What follows belongs to an exercise in optimizing a design on an open flow for small area and a short achievable clock period; a production flow would make more cautious choices.
The RTL was checked by simulation tests, not by an equivalence proof against the original design.
The clock port is modelled as an ideal driver; clocking choices that lean on that would not hold on a real chip.
Power and IR drop assume default switching activity.

== job 4596 ==
// tenc_bridge_top
module tenc_bridge_top
(
    input  logic       i_clk,
    input  logic       i_rst,
    input  logic       i_wb_cyc,
    input  logic       i_wb_stb,
    input  logic       i_wb_we,
    input  tenc_pkg::wb_data_t   i_wb_dat,
    output logic       o_wb_ack,
    output tenc_pkg::wb_data_t   o_wb_dat,
    input  tenc_pkg::code_sel_t  i_param_sel,
    output logic       o_enc_valid,
    input  logic       i_enc_ready,
    output tenc_pkg::in_sym_t    o_enc_sym,
    input  logic       i_res_valid,
    output logic       o_res_ready,
    input  tenc_pkg::res_word_t  i_res_word,
    output tenc_pkg::blocksize_t o_blocksize,
    output tenc_pkg::perm_p_t    o_p,
    output tenc_pkg::perm_q_t    o_q0,
    output tenc_pkg::perm_q_t    o_q1,
    output tenc_pkg::perm_q_t    o_q2,
    output tenc_pkg::perm_q_t    o_q3
);
==> flow/config.mk <==
export PLATFORM = sky130hd
export DESIGN_NAME = tenc_bridge_top
export DESIGN_NICKNAME = tenc_bridge_top
export VERILOG_FILES = /design/flow/design.v
export SDC_FILE = /design/flow/constraint.sdc
export NUM_CORES = 4
export LEC_CHECK = 0
export CAP_MARGIN = 20
export CORE_MARGIN = 2
export CORE_UTILIZATION = 60
export CTS_CLUSTER_DIAMETER = 60
export CTS_CLUSTER_SIZE = 16
export SETUP_SLACK_MARGIN = 3.7
export SLEW_MARGIN = 20
==> flow/constraint.sdc <==
create_clock -name core_clock -period 6.0 [get_ports {i_clk}]
set_input_delay 1.2000 -clock core_clock [delete_from_list [all_inputs] [get_ports {i_clk}]]
set_output_delay 1.2000 -clock core_clock [all_outputs]
set_load 0.01 [all_outputs]
standard.sh (not shown) runs the stock make flow with config.mk's settings and CLKGATE_MAP_FILE= SYNTH_SCRIPT=/design/flow/synth_recipe.tcl, a recipe that flattens the netlist after the stock synthesis.
==> flow/flow/run.sh <==
#!/bin/bash
# Layout flow: the standard flow (standard.sh) with different tool options
# for the port buffers, the clock tree and net fanout. Each ORFS step keeps
# its own log under orfs/logs/; the make output goes to standard_flow.log here.
set -e
cp standard.sh standard_sh_used.txt
# Port buffers: a regular buffer instead of the default pick (a delay cell)
export BUFFER_PORTS_ARGS="-buffer_cell sky130_fd_sc_hd__buf_4"
# Clock tree: larger sink clusters and no dummy loads
export CTS_ARGS="-sink_clustering_enable -repair_clock_nets -sink_clustering_size 16 -sink_clustering_max_diameter 60 -dont_use_dummy_load"
# Fanout cap before each step that repairs the design
export PRE_GLOBAL_PLACE_TCL="$PWD/flow/fanout.tcl"
export PRE_RESIZE_TCL="$PWD/flow/fanout.tcl"
export PRE_CTS_TCL="$PWD/flow/fanout.tcl"
export PRE_GLOBAL_ROUTE_TCL="$PWD/flow/fanout.tcl"
bash standard.sh finish > standard_flow.log 2>&1
==> flow/flow/fanout.tcl <==
# Cap signal fanout so the repair steps split the wide write-data and
# pointer nets into smaller nets
set_max_fanout 40 [current_design]
diff inputs: job 4596 => job 2051
--- a/flow/flow/run.sh
+++ b/flow/flow/run.sh
@@ -10 +10 @@
-export CTS_ARGS="-sink_clustering_enable -repair_clock_nets -sink_clustering_size 16 -sink_clustering_max_diameter 60 -dont_use_dummy_load"
+export CTS_ARGS="-sink_clustering_enable -repair_clock_nets -sink_clustering_size 24 -sink_clustering_max_diameter 100 -dont_use_dummy_load"
--- a/flow/config.mk
+++ b/flow/config.mk
@@ -10,4 +10,4 @@
-export CORE_UTILIZATION = 60
-export CTS_CLUSTER_DIAMETER = 60
-export CTS_CLUSTER_SIZE = 16
-export SETUP_SLACK_MARGIN = 3.7
+export CORE_UTILIZATION = 50
+export CTS_CLUSTER_DIAMETER = 100
+export CTS_CLUSTER_SIZE = 24
+export SETUP_SLACK_MARGIN = 3.8
Results
Going from job 4596 to job 2051, via count of the first global-routing pass level, die extent in x shows an increase of 36 um, fraction of the cycle the final worst path needs went up 0.41 points. Taking job 4596 as the reference point, the logic gate share of total power of job 2051 rises by 0.4 points. When job 2051 is measured against job 4596, its total power draw turns out 6.9% lower. Relative to job 4596, the number of rows in the core area of job 2051 is higher by 14. Setup slack in job 2051 is smaller than in job 4596. Job 2051 has final critical delay including setup and external delays above what job 4596 had. Against job 4596, cell-internal power in job 2051 fell by a little under 10%. Run comparison: job 2051 worst setup path endpoint o_res_ready; job 4596 worst setup path endpoint u_tx_fifo.one_q$_SDFFE_PP0P_. When job 2051 is measured against job 4596, its global-route wire length before repair turns out 5200 um higher.
The inputs of job 3964 differ from those of job 2051 as listed below.
--- a/flow/config.mk
+++ b/flow/config.mk
@@ -10 +10 @@
-export CORE_UTILIZATION = 50
+export CORE_UTILIZATION = 60
@@ -13 +13 @@
-export SETUP_SLACK_MARGIN = 3.8
+export SETUP_SLACK_MARGIN = 4.0
[summary]
Compared to job 2051, job 3964 has worst hold-check slack 13 ps higher. Total wire length after detailed routing of job 3964 falls short of that of job 2051 slightly. Comparing routing usage on met3 for job 3964 and job 2051, the smaller number came from job 2051.
Changes in job 2252 relative to job 3964:
--- a/flow/flow/run.sh
+++ b/flow/flow/run.sh
@@ -3,2 +3,2 @@
-# for the port buffers, the clock tree and net fanout. Each ORFS step keeps
-# its own log under orfs/logs/; the make output goes to standard_flow.log here.
+# for the port buffers and the clock tree. Each ORFS step keeps its own log
+# under orfs/logs/; the make output goes to standard_flow.log here.
@@ -11,5 +10,0 @@
-# Fanout cap before each step that repairs the design
-export PRE_GLOBAL_PLACE_TCL="$PWD/flow/fanout.tcl"
-export PRE_RESIZE_TCL="$PWD/flow/fanout.tcl"
-export PRE_CTS_TCL="$PWD/flow/fanout.tcl"
-export PRE_GLOBAL_ROUTE_TCL="$PWD/flow/fanout.tcl"
--- a/flow/config.mk
+++ b/flow/config.mk
@@ -10 +10 @@
-export CORE_UTILIZATION = 60
+export CORE_UTILIZATION = 50
@@ -13 +13 @@
-export SETUP_SLACK_MARGIN = 4.0
+export SETUP_SLACK_MARGIN = 3.7
removed: flow/flow/fanout.tcl
Results
Compared with job 3964, job 2252 shows a lower part of the power in registers. Wire length on met3 (higher): job 2252. Looking at time the worst path needs with I/O delays and setup, job 2252 sits 29 ps higher than job 3964 does.

[afterwards: timing with drivers on the ports]
The results above use ideal ports. As a check the final layouts listed here were re-extracted and re-timed, cells and wires unchanged. Step 1: set_driving_cell puts a clkbuf_16 on i_clk and a buf_2 on each other input, an assumption about the parent block. Step 2 also shifts input and output timing later by t, the mid clock arrival at the registers, as if the neighbouring blocks saw the same clock. Three values: ideal, step 1, step 2; two values: the first two.
run	t (ns)	slack for setup (ns)	latest minus earliest clock arrival (ns)	slew at the worst register clock pin (ns)
job 4596	0.876	3.482 / 3.406 / 2.745	0.061 / 0.062	0.08 / 0.08
job 2051	0.851	3.457 / 3.371 / 3.038	0.074 / 0.074	0.11 / 0.11
job 3964	0.834	3.502 / 3.414 / 2.853	0.069 / 0.069	0.10 / 0.10
job 2252	0.858	3.473 / 3.384 / 2.832	0.088 / 0.088	0.10 / 0.10
After both steps setup and hold are still met in every run listed. The setup slack of job 4596, which loses most, moves by -0.076 ns with the drivers and by -0.737 ns with both steps.
